From an optimization exercise on the open Yosys and OpenROAD flow, aimed at small area; shortcuts taken in it are not production practice.
In this exercise RTL edits were held to simulation tests only and were not proved equivalent to the original.
Power and IR drop assume default switching activity.

// mixer_multi_ramp
module mixer_multi_ramp (
  input  logic        clk,
  input  logic        rst_n,
  input  logic        bclk,
  input  logic        lrclk,
  input  logic [3:0]  in,
  input  logic [31:0] level,
  input  logic [3:0]  mute,
  output logic        out,
  output logic [23:0] out_p,
  output logic        out_valid,
  output logic        sat
);
  logic        bclk_q, bclk_qq, lrclk_q;
  logic [3:0]  in_q;
  logic        rise_d;
  logic        fall, tog;
  logic        busy, act;
  logic [5:0]  cnt;
  logic [30:0] acc;
  logic [32:0] wide;
  logic        sticky, ovf;
  logic [7:0]  g [4];
  logic [9:0]  bsum;
  logic        first, full, res_en, rot_en, done;
  logic [1:0]  ch, ph;
  logic [7:0]  tgt, gnew;
  logic [8:0]  d;
  logic        over;
  logic [23:0] res;
  logic        out_q;
  logic        sbit;
  assign fall = ~bclk & bclk_q;
  assign tog  = lrclk ^ lrclk_q;
  assign act  = tog | busy;
  assign rise_d = bclk_q & ~bclk_qq;
  always_ff @(posedge clk) begin
    bclk_q  <= bclk;
    bclk_qq <= bclk_q;
    in_q    <= in;
    lrclk_q <= lrclk;
    ph      <= ph + 2'd1;
  end
  assign full   = cnt[5] | (cnt[4] & cnt[3]);
  assign first  = (cnt == 6'd0);
  assign res_en = act & (cnt == 6'd24);
  assign rot_en = act & full;
  assign done   = act & (cnt == 6'd39);
  assign ch     = ph;
  always_ff @(posedge clk) begin
    if (!rst_n) begin
      cnt  <= '0;
      busy <= 1'b0;
    end else begin
      if (tog) busy <= 1'b1;
      else if (done) busy <= 1'b0;
      if (done) cnt <= '0;
      else if (act | (rise_d & ~full)) cnt <= cnt + 6'd1;
    end
  end
  always_comb begin
    bsum = '0;
    for (int i = 0; i < 4; i++) if (in_q[2'(i) + ph] & bclk_q) bsum = bsum + {2'b0, g[i]};
  end
  assign wide = {acc[30], acc, 1'b0} + {23'b0, bsum};
  assign ovf  = (wide[32] != wide[31]) | (wide[31] != wide[30]);
  always_ff @(posedge clk) begin
    if ((rise_d | act) & ~full) begin
      if (first) begin
        acc    <= -{21'b0, bsum};
        sticky <= 1'b0;
      end else if (!sticky) begin
        if (ovf) sticky <= 1'b1;
        else     acc    <= wide[30:0];
      end
    end
  end
  assign tgt  = mute[ch] ? 8'd0 : level[ch*8 +: 8];
  assign gnew = (tgt > g[0]) ? g[0] + 8'd1 : (tgt < g[0]) ? g[0] - 8'd1 : g[0];
  always_ff @(posedge clk) begin
    g[0] <= g[1];
  ...
Size: ~590 cells after synthesis, roughly 71 I/O pins, ~5300 um2 of cells after synthesis.
==> flow/config.mk <==
export PLATFORM = sky130hd
export DESIGN_NAME = mixer_multi_ramp
export DESIGN_NICKNAME = mixer_multi_ramp
export VERILOG_FILES = /design/flow/design.v
export SDC_FILE = /design/flow/constraint.sdc
export NUM_CORES = 4
export LEC_CHECK = 0
export CAP_MARGIN = 20
export CORE_MARGIN = 2
export CORE_UTILIZATION = 65
export GPL_TIMING_DRIVEN = 0
export SLEW_MARGIN = 20
==> flow/constraint.sdc <==
create_clock -name core_clock -period 10.0 [get_ports {clk}]
set_input_delay 2.0000 -clock core_clock [delete_from_list [all_inputs] [get_ports {clk}]]
set_output_delay 2.0000 -clock core_clock [all_outputs]
set_load 0.01 [all_outputs]
standard.sh (not shown) runs the stock make flow with config.mk's settings and CLKGATE_MAP_FILE= SYNTH_SCRIPT=/design/flow/synth_recipe.tcl, a recipe that flattens the netlist after the stock synthesis.
==> flow/flow/run.sh <==
#!/bin/bash
# Own layout flow: the standard ORFS flow, with two changes:
#  - synthesis maps adders with ABC instead of the platform's full/half-adder cells, using an
#    area-oriented ABC script (flow/area.abc); registers are mapped exactly as in the standard
#    synthesis (dfflibmap runs before ABC and is untouched);
#  - the port buffers that placement inserts are the smallest buffer, buf_1;
#  - clock tree synthesis uses clkbuf_8 and adds no dummy load cells.
set -euo pipefail
here=$(pwd)
sed "s#^  log_cmd abc {\*}\$abc_args\$#  log_cmd abc -script $here/flow/area.abc {*}\$lib_args {*}\$lib_dont_use_args#" \
  "$FLOW_HOME/scripts/synth.tcl" > "$here/synth_mod.tcl"
grep -q "flow/area.abc" "$here/synth_mod.tcl"
sed "s#source \$::env(SCRIPTS_DIR)/synth.tcl#source $here/synth_mod.tcl#" synth_recipe.tcl > "$here/own_synth.tcl"
grep -q "synth_mod.tcl" "$here/own_synth.tcl"
sed "s#SYNTH_SCRIPT=[^ ]*#SYNTH_SCRIPT=$here/own_synth.tcl ADDER_MAP_FILE=#" standard.sh > "$here/own_standard.sh"
grep -q "own_synth.tcl" "$here/own_standard.sh"
export BUFFER_PORTS_ARGS="-buffer_cell sky130_fd_sc_hd__buf_1"
export CTS_ARGS="-sink_clustering_enable -repair_clock_nets -dont_use_dummy_load -buf_list sky130_fd_sc_hd__clkbuf_8"
bash "$here/own_standard.sh" > "$here/own_flow.log" 2>&1
==> flow/flow/area.abc <==
strash; &get -n; &deepsyn -T 30; &put; &get -n; &dch -f; &nf -p -R 1000; &put
The starting point completed without violations.
Rerun with:
--- a/flow/flow/run.sh
+++ b/flow/flow/run.sh
@@ -4,6 +4,5 @@
 #    area-oriented ABC script (flow/area.abc); registers are mapped exactly as in the standard
 #    synthesis (dfflibmap runs before ABC and is untouched);
-#  - the port buffers that placement inserts are the smallest buffer, buf_1;
-#  - clock tree synthesis uses clkbuf_8 and adds no dummy load cells.
+#  - the port buffers that placement inserts are the smallest buffer, buf_1.
 set -euo pipefail
 here=$(pwd)
@@ -16,4 +15,3 @@
 grep -q "own_synth.tcl" "$here/own_standard.sh"
 export BUFFER_PORTS_ARGS="-buffer_cell sky130_fd_sc_hd__buf_1"
-export CTS_ARGS="-sink_clustering_enable -repair_clock_nets -dont_use_dummy_load -buf_list sky130_fd_sc_hd__clkbuf_8"
 bash "$here/own_standard.sh" > "$here/own_flow.log" 2>&1
- CTS_BUF_LIST: unset -> sky130_fd_sc_hd__clkbuf_8
Result:
- die area is unchanged
- total power climbs by a few percent
- maximum frequency climbs slightly

---

== v6 ==
The RTL this note starts from:
==> flow/design.v <==
module mixer_multi_ramp (
  input  logic        clk,
  input  logic        rst_n,
  input  logic        bclk,
  input  logic        lrclk,
  input  logic [3:0]  in,
  input  logic [31:0] level,
  input  logic [3:0]  mute,
  output logic        out,
  output logic [23:0] out_p,
  output logic        out_valid,
  output logic        sat
);
  logic        bclk_q, bclk_qq, lrclk_q;
  logic        rise_d;
  logic        fall, tog;
  logic        busy, act;
  logic [5:0]  cnt;
  logic [30:0] acc;
  logic [32:0] wide;
  logic        sticky, ovf;
  logic [7:0]  g [4];
  logic [9:0]  bsum;
  logic [7:0]  term [4];
  logic        first, full, res_en, rot_en, done;
  logic [1:0]  ph;
  logic [7:0]  tgt, gnew;
  logic        over;
  logic [23:0] res;
  logic        out_q;
  logic        sbit;
  assign fall = ~bclk & bclk_q;
  assign tog  = lrclk ^ lrclk_q;
  assign act  = tog | busy;
  assign rise_d = bclk_q & ~bclk_qq;
  always_ff @(posedge clk) begin
    bclk_q  <= bclk;
    bclk_qq <= bclk_q;
    lrclk_q <= lrclk;
    ph      <= ph + 2'd1;
  end
  assign full   = cnt[5] | (cnt[4] & cnt[3]);
  assign first  = (cnt == 6'd0);
  assign res_en = act & (cnt == 6'd24);
  assign rot_en = act & full;
  assign done   = act & (cnt == 6'd39);
  always_ff @(posedge clk) begin
    if (!rst_n) begin
      cnt  <= '0;
      busy <= 1'b0;
    end else begin
      if (tog) busy <= 1'b1;
      else if (done) busy <= 1'b0;
      if (done) cnt <= '0;
      else if (act | (rise_d & ~full)) cnt <= cnt + 6'd1;
    end
  end
  always_comb begin
    for (int i = 0; i < 4; i++) term[i] = (in[2'(i) + ph] & bclk_q) ? g[i] : 8'd0;
  end
  assign bsum = ({2'b0, term[0]} + {2'b0, term[1]}) + ({2'b0, term[2]} + {2'b0, term[3]});
  assign wide = {acc[30], acc, 1'b0} + {23'b0, bsum};
  assign ovf  = (wide[32] != wide[31]) | (wide[31] != wide[30]);
  always_ff @(posedge clk) begin
    if ((rise_d | act) & ~full) begin
      if (first) begin
        acc    <= -{21'b0, bsum};
        sticky <= 1'b0;
      end else if (!sticky) begin
        acc    <= wide[30:0];
        sticky <= ovf;
      end
    end
  end
  assign tgt  = mute[ph] ? 8'd0 : level[ph*8 +: 8];
  assign gnew = (tgt > g[0]) ? g[0] + 8'd1 : (tgt < g[0]) ? g[0] - 8'd1 : g[0];
  always_ff @(posedge clk) begin
    g[0] <= g[1];
    g[1] <= rst_n ? g[2] : 8'd0;
    g[2] <= g[3];
    g[3] <= !rst_n ? 8'd0 : rot_en ? gnew : g[0];
  end
  assign over = sticky;
  assign res  = over ? {~acc[30], {23{acc[30]}}} : acc[30:7];
  always_comb begin
    sbit = 1'b0;
    for (int k = 0; k < 24; k++) if (cnt == 6'(k)) sbit = out_p[23-k];
  end
  always_ff @(posedge clk) begin
    if (!rst_n) begin
      out_p <= '0;
      sat   <= 1'b0;
      out_q <= 1'b0;
    end else begin
      if (res_en) begin
        out_p <= res;
        sat   <= over;
      end
      if (res_en)    out_q <= res[23];
      else if (fall) out_q <= sbit;
    end
  end
  assign out       = out_q;
  assign out_valid = busy & (cnt == 6'd25);
endmodule
export LEC_CHECK = 0
export CAP_MARGIN = 20
export CORE_MARGIN = 2
export CORE_UTILIZATION = 74
export GPL_TIMING_DRIVEN = 0
export SLEW_MARGIN = 20
create_clock -name core_clock -period 10.0 [get_ports {clk}]
==> flow/flow/run.sh <==
#!/bin/bash
# Own layout flow: the standard ORFS flow (standard.sh), with these changes:
#  - synthesis maps adders with ABC instead of the platform's full/half-adder cells, using an
#    area-oriented ABC script (flow/area.abc). It runs once for each of four ABC random seeds,
#    in parallel, and the flow continues from the run with the smallest cell area. Registers
#    are mapped exactly as in the standard synthesis (dfflibmap runs before ABC, untouched);
#  - the port buffers that placement inserts are the smallest buffer, buf_1;
#  - clock tree synthesis uses clkbuf_8 and adds no dummy load cells.
# Each synthesis run logs to synth_<seed>.log and the rest of the flow to own_flow.log (ORFS's
# own per-step logs are under orfs/logs/).
set -euo pipefail
here=$(pwd)
seeds="1 2 3 4"
for s in $seeds; do
  sed "s/SEED/$s/" flow/area.abc > "$here/area_$s.abc"
  sed "s#^  log_cmd abc {\*}\$abc_args\$#  log_cmd abc -script $here/area_$s.abc {*}\$lib_args {*}\$lib_dont_use_args#" \
    "$FLOW_HOME/scripts/synth.tcl" > "$here/synth_mod_$s.tcl"
  grep -q "area_$s.abc" "$here/synth_mod_$s.tcl"
  sed "s#source \$::env(SCRIPTS_DIR)/synth.tcl#source $here/synth_mod_$s.tcl#" synth_recipe.tcl > "$here/own_synth_$s.tcl"
  grep -q "synth_mod_$s.tcl" "$here/own_synth_$s.tcl"
  sed -e "s#SYNTH_SCRIPT=[^ ]*#SYNTH_SCRIPT=$here/own_synth_$s.tcl ADDER_MAP_FILE=#" \
      -e "s#WORK_HOME=[^ ]*#WORK_HOME=$here/syn_$s#" standard.sh > "$here/own_standard_$s.sh"
  grep -q "own_synth_$s.tcl" "$here/own_standard_$s.sh"
  bash "$here/own_standard_$s.sh" synth > "$here/synth_$s.log" 2>&1 &
done
wait
best=""
best_area=""
for s in $seeds; do
  a=$(awk '/Chip area/ {print $NF}' "$here/syn_$s/reports/sky130hd/mixer_multi_ramp/base/synth_stat.txt")
  echo "seed $s: synthesis cell area $a" >> "$here/own_flow.log"
  if [[ -z "$best" ]] || awk -v a="$a" -v b="$best_area" 'BEGIN { exit !(a < b) }'; then
    best=$s
    best_area=$a
  fi
done
echo "using seed $best" >> "$here/own_flow.log"
rm -rf "$here/orfs"
mv "$here/syn_$best" "$here/orfs"
sed -e "s#SYNTH_SCRIPT=[^ ]*#SYNTH_SCRIPT=$here/own_synth_$best.tcl ADDER_MAP_FILE=#" standard.sh > "$here/own_standard.sh"
grep -q "own_synth_$best.tcl" "$here/own_standard.sh"
export BUFFER_PORTS_ARGS="-buffer_cell sky130_fd_sc_hd__buf_1"
export CTS_ARGS="-sink_clustering_enable -repair_clock_nets -dont_use_dummy_load -buf_list sky130_fd_sc_hd__clkbuf_8"
bash "$here/own_standard.sh" >> "$here/own_flow.log" 2>&1
Other scripts of this flow, unchanged in this note and not shown: flow/flow/area.abc
> inputs changed (v6 -> v7)
- swapping 74 for 70 in CORE_UTILIZATION
==> notes.md <==
- v7 — via count 1.7% lower, v6 as reference
- From v6 to v7 the numbers moved as follows: arrival time of data at the critical path endpoint lower, final worst setup slack higher.

==> separate check: timing with driven ports <==
How much do the figures lean on ideal ports? The routed layouts below were timed once more, with nothing changed but the port constraints. Step 1, drivers: a clkbuf_16 drives clk and a buf_2 each remaining input, both assumed. Step 2, shift: input delay + t, output delay - t, t = (earliest + latest rising clock arrival at the registers) / 2. This alone moves slack from input paths to output paths. Slacks: ideal ports / drivers / drivers and shift; pairs: ideal ports / drivers.
run | t (ns) | setup WS [ns] | latest minus earliest clock arrival (ns)
the first run of note 1 | 0.383 | 0.852 / 0.852 / 0.852 | 0.041 / 0.040
the second run of note 1 | 0.397 | 0.888 / 0.888 / 0.888 | 0.015 / 0.015
v6 | 0.400 | 0.521 / 0.521 / 0.121 | 0.038 / 0.038
v7 | 0.389 | 0.733 / 0.736 / 0.347 | 0.039 / 0.039
After both steps every run listed still meets setup and hold. For v6, which loses most, drivers alone change the setup slack by 0.000 ns; drivers and shift together by -0.400 ns.
